From an optimization exercise on the open Yosys and OpenROAD flow, aimed at small area and a short achievable clock period; shortcuts taken in it are not production practice.
The RTL was checked by simulation tests, not by an equivalence proof against the original design.
Power is estimated from default activity; no workload was simulated.

==> zinc <==
## fft_frame_buffer
module fft_frame_buffer #(
  parameter int unsigned DATA_W = 16,
  parameter int unsigned N_LOG2 = 6
) (
  input  logic              clk,
  input  logic              rst,
  input  logic [DATA_W-1:0] sample_in,
  input  logic              sample_valid,
  input  logic              frame_ready,
  output logic [DATA_W-1:0] dataOut,
  output logic              FFT_en,
  output logic              frame_start,
  output logic              overflow
);
==> module fft_frame_buffer, before the edit <==
module fft_frame_buffer #(
  parameter int unsigned DATA_W = 16,
  parameter int unsigned N_LOG2 = 6
) (
  input  logic              clk,
  input  logic              rst,
  input  logic [DATA_W-1:0] sample_in,
  input  logic              sample_valid,
  input  logic              frame_ready,
  output logic [DATA_W-1:0] dataOut,
  output logic              FFT_en,
  output logic              frame_start,
  output logic              overflow
);
  localparam int unsigned N      = 1 << N_LOG2;
  localparam int unsigned ADDR_W = N_LOG2 + 1;
  typedef enum logic {
    IDLE   = 1'b0,
    STREAM = 1'b1
  } state_t;
  state_t              state_q, state_d;
  logic [DATA_W-1:0]   mem [2*N];
  logic [1:0]          full_q, full_d;
  logic                wr_bank_q, rd_bank_q;
  logic [N_LOG2-1:0]   wr_idx_q, rd_idx_q;
  logic                start_c, issue_c, last_c;
  logic                bank_free_c, accept_c, drop_c, wr_last_c;
  logic [ADDR_W-1:0]   wr_addr_c, rd_addr_c;
  function automatic logic [N_LOG2-1:0] bitrev(input logic [N_LOG2-1:0] a);
    bitrev = '0;
    for (int i = 0; i < N_LOG2; i++) begin
      bitrev[i] = a[N_LOG2 - 1 - i];
    end
  endfunction
  always_comb begin
    state_d = state_q;
    start_c = 1'b0;
    issue_c = 1'b0;
    last_c  = 1'b0;
    case (state_q)
      IDLE: begin
        if (full_q[rd_bank_q] && frame_ready) begin
          state_d = STREAM;
          start_c = 1'b1;
        end
      end
      STREAM: begin
        issue_c = 1'b1;
        if (rd_idx_q == N_LOG2'(N - 1)) begin
          last_c  = 1'b1;
          state_d = IDLE;
        end
      end
      default: state_d = IDLE;
    endcase
  end
  always_comb begin
    bank_free_c = !full_q[wr_bank_q] || (last_c && (rd_bank_q == wr_bank_q));
    accept_c    = sample_valid && bank_free_c;
    drop_c      = sample_valid && !bank_free_c;
    wr_last_c   = accept_c && (wr_idx_q == N_LOG2'(N - 1));
    wr_addr_c   = {wr_bank_q, wr_idx_q};
    rd_addr_c   = {rd_bank_q, bitrev(rd_idx_q)};
  end
  always_comb begin
    full_d = full_q;
    for (int b = 0; b < 2; b++) begin
      if (last_c && (rd_bank_q == 1'(b))) begin
        full_d[b] = 1'b0;
      end
      if (wr_last_c && (wr_bank_q == 1'(b))) begin
        full_d[b] = 1'b1;
      end
    end
  end
  always_ff @(posedge clk) begin
    if (rst) begin
      state_q <= IDLE;
    end else begin
      state_q <= state_d;
    end
  end
  always_ff @(posedge clk) begin
    if (rst) begin
      full_q    <= '0;
      wr_bank_q <= 1'b0;
      wr_idx_q  <= '0;
      rd_bank_q <= 1'b0;
      rd_idx_q  <= '0;
      overflow  <= 1'b0;
    end else begin
      full_q <= full_d;
      if (accept_c) begin
        if (wr_last_c) begin
          wr_idx_q  <= '0;
          wr_bank_q <= ~wr_bank_q;
        end else begin
          wr_idx_q <= wr_idx_q + N_LOG2'(1);
        end
      end
      if (drop_c) begin
        overflow <= 1'b1;
        wr_idx_q <= '0;
      end
      if (start_c) begin
        rd_idx_q <= '0;
      end else if (issue_c) begin
        rd_idx_q <= rd_idx_q + N_LOG2'(1);
      end
      if (last_c) begin
        rd_bank_q <= ~rd_bank_q;
      end
    end
  end
  always_ff @(posedge clk) begin
    if (accept_c) begin
      mem[wr_addr_c] <= sample_in;
    end
  end
  always_ff @(posedge clk) begin
    if (rst) begin
      dataOut     <= '0;
      FFT_en      <= 1'b0;
      frame_start <= 1'b0;
    end else begin
      FFT_en      <= issue_c;
      frame_start <= issue_c && (rd_idx_q == '0);
      if (issue_c) begin
        dataOut <= mem[rd_addr_c];
      end
    end
  end
endmodule
==> flow/config.mk <==
export PLATFORM = sky130hd
export DESIGN_NAME = fft_frame_buffer
export DESIGN_NICKNAME = fft_frame_buffer
export VERILOG_FILES = /design/flow/design.v
export SDC_FILE = /design/flow/constraint.sdc
export NUM_CORES = 4
export LEC_CHECK = 0
export CAP_MARGIN = 20
export CORE_MARGIN = 2
export CORE_UTILIZATION = 40
export PLACE_DENSITY = 0.6
export SLEW_MARGIN = 20
==> flow/constraint.sdc <==
create_clock -name core_clock -period 4.5 [get_ports {clk}]
set_input_delay 0.9000 -clock core_clock [delete_from_list [all_inputs] [get_ports {clk}]]
set_output_delay 0.9000 -clock core_clock [all_outputs]
set_load 0.01 [all_outputs]
run.sh (not shown) runs the stock make flow with config.mk's settings and CLKGATE_MAP_FILE= SYNTH_SCRIPT=/design/flow/synth_recipe.tcl, a recipe that flattens the netlist after the stock synthesis.
==> maple (differences from zinc) <==
==> flow/design.v (replaced) <==
module fft_frame_buffer #(
  parameter int unsigned DATA_W = 16,
  parameter int unsigned N_LOG2 = 6
) (
  input  logic              clk,
  input  logic              rst,
  input  logic [DATA_W-1:0] sample_in,
  input  logic              sample_valid,
  input  logic              frame_ready,
  output logic [DATA_W-1:0] dataOut,
  output logic              FFT_en,
  output logic              frame_start,
  output logic              overflow
);
  localparam int unsigned N = 1 << N_LOG2;
  localparam int unsigned R = 8;    
  logic                state_q;
  logic [1:0]          full_q, full_d;
  logic                wr_bank_q, rd_bank_q;
  logic [N_LOG2-1:0]   wr_idx_q, rd_idx_q;
  logic                start_c, issue_c, last_c;
  logic                bank_free_c, accept_c, drop_c, wr_last_c;
  logic [DATA_W-1:0]   ring_q [2][R][R];    
  logic [DATA_W-1:0]   stg_q [R];           
  logic [2:0]          t_q;                 
  logic [2:0]          un_q, un1_q;
  logic                eq0_c, eq1_c;
  logic [DATA_W-1:0]   sin_q;               
  logic                we_q;
  logic [2:0]          wq_q;                
  logic [2*R-1:0]      ins_q;               
  logic                podd_c;              
  logic [R/2-1:0]      tp_q;                
  logic [2*R-1:0]      sel_q;               
  logic [DATA_W-1:0]   tap_c, dly1_q, dly2_q;
  function automatic logic [2:0] rev3(input logic [2:0] a);
    rev3 = {a[0], a[1], a[2]};
  endfunction
  always_comb begin
    issue_c     = state_q;
    last_c      = state_q && (rd_idx_q == N_LOG2'(N - 1));
    start_c     = !state_q && full_q[rd_bank_q] && frame_ready;
    bank_free_c = !full_q[wr_bank_q] || (last_c && (rd_bank_q == wr_bank_q));
    accept_c    = sample_valid && bank_free_c;
    drop_c      = sample_valid && !bank_free_c;
    wr_last_c   = accept_c && (wr_idx_q == N_LOG2'(N - 1));
  end
  always_comb begin
    full_d = full_q;
    for (int b = 0; b < 2; b++) begin
      if (last_c && (rd_bank_q == 1'(b))) begin
        full_d[b] = 1'b0;
      end
      if (wr_last_c && (wr_bank_q == 1'(b))) begin
        full_d[b] = 1'b1;
      end
    end
  end
  always_ff @(posedge clk) begin
    if (rst) begin
      state_q   <= 1'b0;
      full_q    <= '0;
      wr_bank_q <= 1'b0;
      wr_idx_q  <= '0;
      rd_bank_q <= 1'b0;
      rd_idx_q  <= '0;
      overflow  <= 1'b0;
    end else begin
      full_q <= full_d;
      if (start_c) begin
        state_q <= 1'b1;
      end else if (last_c) begin
        state_q <= 1'b0;
      end
      if (accept_c) begin
        wr_idx_q <= wr_idx_q + N_LOG2'(1);
        if (wr_last_c) begin
          wr_bank_q <= ~wr_bank_q;
        end
      end
      if (drop_c) begin
        overflow <= 1'b1;
      end
      if (start_c) begin
        rd_idx_q <= '0;
      end else if (issue_c) begin
        rd_idx_q <= rd_idx_q + N_LOG2'(1);
      end
      if (last_c) begin
        rd_bank_q <= ~rd_bank_q;
      end
    end
  end
  always_ff @(posedge clk) begin
    sin_q <= sample_in;
    we_q  <= accept_c && !rst;
    wq_q  <= wr_idx_q[2:0];
    for (int r = 0; r < R; r++) begin
      if (we_q && (wq_q == 3'(r))) begin
        stg_q[r] <= sin_q;
      end
    end
  end
  always_ff @(posedge clk) begin
    t_q   <= rst ? 3'd0 : t_q + 3'd1;
    un_q  <= rev3(t_q + 3'd3);
    un1_q <= rev3(t_q + 3'd3) + 3'd1;
  end
  always_comb begin
    eq0_c = (wr_idx_q[5:3] == un_q);
    eq1_c = (wr_idx_q[5:3] == un1_q);
  end
  always_ff @(posedge clk) begin
    for (int r = 0; r < R; r++) begin
      logic older, dbank;
      older = (3'(r) >= wr_idx_q[2:0]);
      dbank = wr_bank_q ^ (older && (wr_idx_q[5:3] == 3'd0));
      for (int b = 0; b < 2; b++) begin
        ins_q[b*R + r] <= (dbank == 1'(b)) && (older ? eq1_c : eq0_c);
      end
    end
  end
  always_ff @(posedge clk) begin
    for (int b = 0; b < 2; b++) begin
      for (int r = 0; r < R; r++) begin
        for (int p = 1; p < R; p++) begin
          ring_q[b][r][p] <= ring_q[b][r][p-1];
        end
        ring_q[b][r][0] <= ins_q[b*R + r] ? stg_q[r] : ring_q[b][r][R-1];
      end
    end
  end
  assign podd_c = t_q[0] ^ rd_idx_q[0];
  always_ff @(posedge clk) begin
    logic       cont;
    logic [2:0] p, q;
    logic [N_LOG2:0] w;
    logic       tb;
    logic [2:0] tr, pn;
    cont = state_q && !last_c;
    p    = t_q - rd_idx_q[2:0];
    q    = p - 3'd1;
    w    = {1'b0, rd_idx_q} + (podd_c ? 7'd2 : 7'd3);
    if (cont && !w[N_LOG2]) begin
      tb = rd_bank_q;
      tr = rev3(w[5:3]);
      pn = q;
    end else if (cont) begin
      tb = !rd_bank_q;
      tr = 3'd0;
      pn = t_q + 3'd1;
    end else begin
      tb = rd_bank_q ^ last_c;
      tr = 3'd0;
      pn = start_c ? t_q : t_q + 3'd1;
    end
    for (int i = 0; i < R / 2; i++) begin
      tp_q[i] <= (pn[2:1] == 2'(i));
    end
    for (int b = 0; b < 2; b++) begin
      for (int r = 0; r < R; r++) begin
        sel_q[b*R + r] <= (tb == 1'(b)) && (tr == 3'(r));
      end
    end
  end
  always_comb begin
    tap_c = '0;
    for (int p = 0; p < R / 2; p++) begin
      logic [DATA_W-1:0] x;
      x = '0;
      for (int b = 0; b < 2; b++) begin
        for (int r = 0; r < R; r++) begin
          x = x | (ring_q[b][r][2*p] & {DATA_W{sel_q[b*R + r]}});
        end
      end
      tap_c = tap_c | (x & {DATA_W{tp_q[p]}});
    end
  end
  always_ff @(posedge clk) begin
    dly1_q  <= tap_c;
    dly2_q  <= dly1_q;
    dataOut <= podd_c ? dly1_q : dly2_q;
    if (rst) begin
      FFT_en      <= 1'b0;
      frame_start <= 1'b0;
    end else begin
      FFT_en      <= issue_c;
      frame_start <= issue_c && (rd_idx_q == '0);
    end
  end
endmodule
Settings changed: CORE_UTILIZATION 40 to 55, CTS_CLUSTER_DIAMETER from default to 80, CTS_CLUSTER_SIZE from default to 30, PLACE_DENSITY 0.6 to 0.7, SETUP_SLACK_MARGIN from default to 2.6, TNS_END_PERCENT from default to 40.
==> sierra (differences from zinc) <==
==> flow/design.v (replaced) <==
module fft_frame_buffer #(
  parameter int unsigned DATA_W = 16,
  parameter int unsigned N_LOG2 = 6
) (
  input  logic              clk,
  input  logic              rst,
  input  logic [DATA_W-1:0] sample_in,
  input  logic              sample_valid,
  input  logic              frame_ready,
  output logic [DATA_W-1:0] dataOut,
  output logic              FFT_en,
  output logic              frame_start,
  output logic              overflow
);
  localparam int unsigned N = 1 << N_LOG2;
  localparam int unsigned R = 8;    
  logic                state_q;
  logic [1:0]          full_q, full_d;
  logic                wr_bank_q, rd_bank_q;
  logic [N_LOG2-1:0]   wr_idx_q, rd_idx_q;
  logic                start_c, issue_c, last_c;
  logic                bank_free_c, accept_c, drop_c, wr_last_c;
  logic [DATA_W-1:0]   ring_q [2][R][R];    
  logic [DATA_W-1:0]   stg_q [R];           
  logic [2:0]          t_q;                 
  logic [2:0]          u_q, u1_q;
  logic                eq0_c, eq1_c;
  logic                ins_c [2][R];
  logic                odd_q;               
  logic [R/2-1:0]      tp_q;                
  logic [2*R-1:0]      sel_q;               
  logic [N_LOG2-1:0]   ti_c;
  logic                tb_c;
  logic [DATA_W-1:0]   tap_c, dly_q;
  function automatic logic [2:0] rev3(input logic [2:0] a);
    rev3 = {a[0], a[1], a[2]};
  endfunction
  always_comb begin
    issue_c     = state_q;
    last_c      = state_q && (rd_idx_q == N_LOG2'(N - 1));
    start_c     = !state_q && full_q[rd_bank_q] && frame_ready;
    bank_free_c = !full_q[wr_bank_q] || (last_c && (rd_bank_q == wr_bank_q));
    accept_c    = sample_valid && bank_free_c;
    drop_c      = sample_valid && !bank_free_c;
    wr_last_c   = accept_c && (wr_idx_q == N_LOG2'(N - 1));
  end
  always_comb begin
    full_d = full_q;
    for (int b = 0; b < 2; b++) begin
      if (last_c && (rd_bank_q == 1'(b))) begin
        full_d[b] = 1'b0;
      end
      if (wr_last_c && (wr_bank_q == 1'(b))) begin
        full_d[b] = 1'b1;
      end
    end
  end
  always_ff @(posedge clk) begin
    if (rst) begin
      state_q   <= 1'b0;
      full_q    <= '0;
      wr_bank_q <= 1'b0;
      wr_idx_q  <= '0;
      rd_bank_q <= 1'b0;
      rd_idx_q  <= '0;
      overflow  <= 1'b0;
    end else begin
      full_q <= full_d;
      if (start_c) begin
        state_q <= 1'b1;
      end else if (last_c) begin
        state_q <= 1'b0;
      end
      if (accept_c) begin
        wr_idx_q <= wr_idx_q + N_LOG2'(1);
        if (wr_last_c) begin
          wr_bank_q <= ~wr_bank_q;
        end
      end
      if (drop_c) begin
        overflow <= 1'b1;
      end
      if (start_c) begin
        rd_idx_q <= '0;
      end else if (issue_c) begin
        rd_idx_q <= rd_idx_q + N_LOG2'(1);
      end
      if (last_c) begin
        rd_bank_q <= ~rd_bank_q;
      end
    end
  end
  always_ff @(posedge clk) begin
    for (int r = 0; r < R; r++) begin
      if (accept_c && (wr_idx_q[2:0] == 3'(r))) begin
        stg_q[r] <= sample_in;
      end
    end
  end
  always_ff @(posedge clk) begin
    t_q  <= t_q + 3'd1;
    u_q  <= rev3(t_q + 3'd2);
    u1_q <= rev3(t_q + 3'd2) + 3'd1;
  end
  always_comb begin
    eq0_c = (wr_idx_q[5:3] == u_q);
    eq1_c = (wr_idx_q[5:3] == u1_q);
    for (int r = 0; r < R; r++) begin
      logic older, dbank;
      older = (3'(r) >= wr_idx_q[2:0]);
      dbank = wr_bank_q ^ (older && (wr_idx_q[5:3] == 3'd0));
      for (int b = 0; b < 2; b++) begin
        ins_c[b][r] = (dbank == 1'(b)) && (older ? eq1_c : eq0_c);
      end
    end
  end
  always_ff @(posedge clk) begin
    for (int b = 0; b < 2; b++) begin
      for (int r = 0; r < R; r++) begin
        for (int p = 1; p < R; p++) begin
          ring_q[b][r][p] <= ring_q[b][r][p-1];
        end
        ring_q[b][r][0] <= ins_c[b][r] ? stg_q[r] : ring_q[b][r][R-1];
      end
    end
  end
  always_ff @(posedge clk) begin
    if (start_c) begin
      odd_q <= ~t_q[0];
    end
  end
  always_comb begin
    if (state_q && !last_c) begin
      ti_c = rd_idx_q + (odd_q ? N_LOG2'(2) : N_LOG2'(1));
    end else begin
      ti_c = '0;
    end
    tb_c = rd_bank_q ^ last_c;
  end
  always_ff @(posedge clk) begin
    for (int p = 0; p < R / 2; p++) begin
      if (!(state_q && !last_c)) begin
        tp_q[p] <= (t_q[2:1] + 2'(t_q[0]) == 2'(p));
      end
    end
    for (int b = 0; b < 2; b++) begin
      for (int r = 0; r < R; r++) begin
        sel_q[b*R + r] <= (tb_c == 1'(b)) && (rev3(ti_c[5:3]) == 3'(r));
      end
    end
  end
  always_comb begin
    tap_c = '0;
    for (int p = 0; p < R / 2; p++) begin
      logic [DATA_W-1:0] x;
      x = '0;
      for (int b = 0; b < 2; b++) begin
        for (int r = 0; r < R; r++) begin
          x = x | (ring_q[b][r][2*p] & {DATA_W{sel_q[b*R + r]}});
        end
      end
      tap_c = tap_c | (x & {DATA_W{tp_q[p]}});
    end
  end
  always_ff @(posedge clk) begin
    dly_q   <= tap_c;
    dataOut <= (state_q && !odd_q) ? tap_c : dly_q;
    if (rst) begin
      FFT_en      <= 1'b0;
      frame_start <= 1'b0;
    end else begin
      FFT_en      <= issue_c;
      frame_start <= issue_c && (rd_idx_q == '0);
    end
  end
endmodule
Settings changed: SETUP_SLACK_MARGIN from default to 2.2.
==> summary.txt <==
	zinc	maple	sierra
Worst hold margin	0.4900 ns	0.3106 ns	0.3151 ns
Detailed-route wire length per cell	30.85 microns	28.63 microns	26.86 microns
Largest area contributor in the netlist	sky130_fd_sc_hd__edfxtp_1	sky130_fd_sc_hd__dfxtp_1	sky130_fd_sc_hd__dfxtp_1
Status	complete, no violations	complete, no violations	complete, no violations
Inverter count	10	15	15
Post-Syn Nets	3767	3669	3613
Maximum ir drop on the vdd rail	373.6 uV	407.0 uV	319.8 uV
Power spent charging and discharging nets	7.916 mW	8.389 mW	8.323 mW
Met3 WL	16.08 mm	10.85 mm	11.02 mm
Combinational cell fraction of total power	0.014	0.024	0.019
Worst hold endpoint	overflow$_SDFFE_PP0P_	ring_q[84][1]$_DFF_P_	ring_q[90][9]$_DFF_P_
Length of the first detailed-routing pass in iterations	6	6	5
Area share of xor/xnor cells in the synthesized design	0.0008684	0.003334	0.003306
Plain + repair buffers	293	119	176
Sequential-to-total area share from yosys stat	0.7712	0.8221	0.8089
Worst Reg-to-Reg Cells	7	2	3
Setup repair after global routing missed its margin	false	true	true
Normalized max-slew margin	0.2418	0.2015	0.4428
Fraction of synthesized cell area taken by the top area cell type	0.7622	0.7556	0.7395
Total number of sequential cells	2084	2309	2258
Total area of multi-input combinational cells	0.01714 sq mm	0.009701 sq mm	0.01046 sq mm
WP data arrival	4.34 ns	1.19 ns	3.03 ns
Hold path startpoint	overflow$_SDFFE_PP0P_	ring_q[83][1]$_DFF_P_	ring_q[89][9]$_DFF_P_

## what the ideal ports hide
Ports are ideal in the flow. The routed layouts listed here were re-timed in OpenROAD. Step 1 sets driving cells, clkbuf_16 on the clock port and buf_2 on the other inputs (assumed; they add their load-dependent delay and slew). Step 2, shift: input delay + t, output delay - t, t = (earliest + latest rising clock arrival at the registers) / 2. This alone moves slack from input paths to output paths. a / b / c = ideal / step 1 / step 2; a / b = the first two.
run | t, ns | setup slack, ns | clock arrival spread, ns | worst data-port slew with drivers (ns)
zinc | 0.923 | 0.860 / 0.860 / 0.783 | 0.074 / 0.073 | 0.06
maple | 0.752 | 2.413 / 2.344 / 1.999 | 0.050 / 0.050 | 0.04
sierra | 0.889 | 2.140 / 2.140 / 1.602 | 0.033 / 0.034 | 0.10
After both steps every run listed still meets setup and hold. For sierra, which loses most, drivers alone change the setup slack by 0.000 ns; drivers and shift together by -0.538 ns.
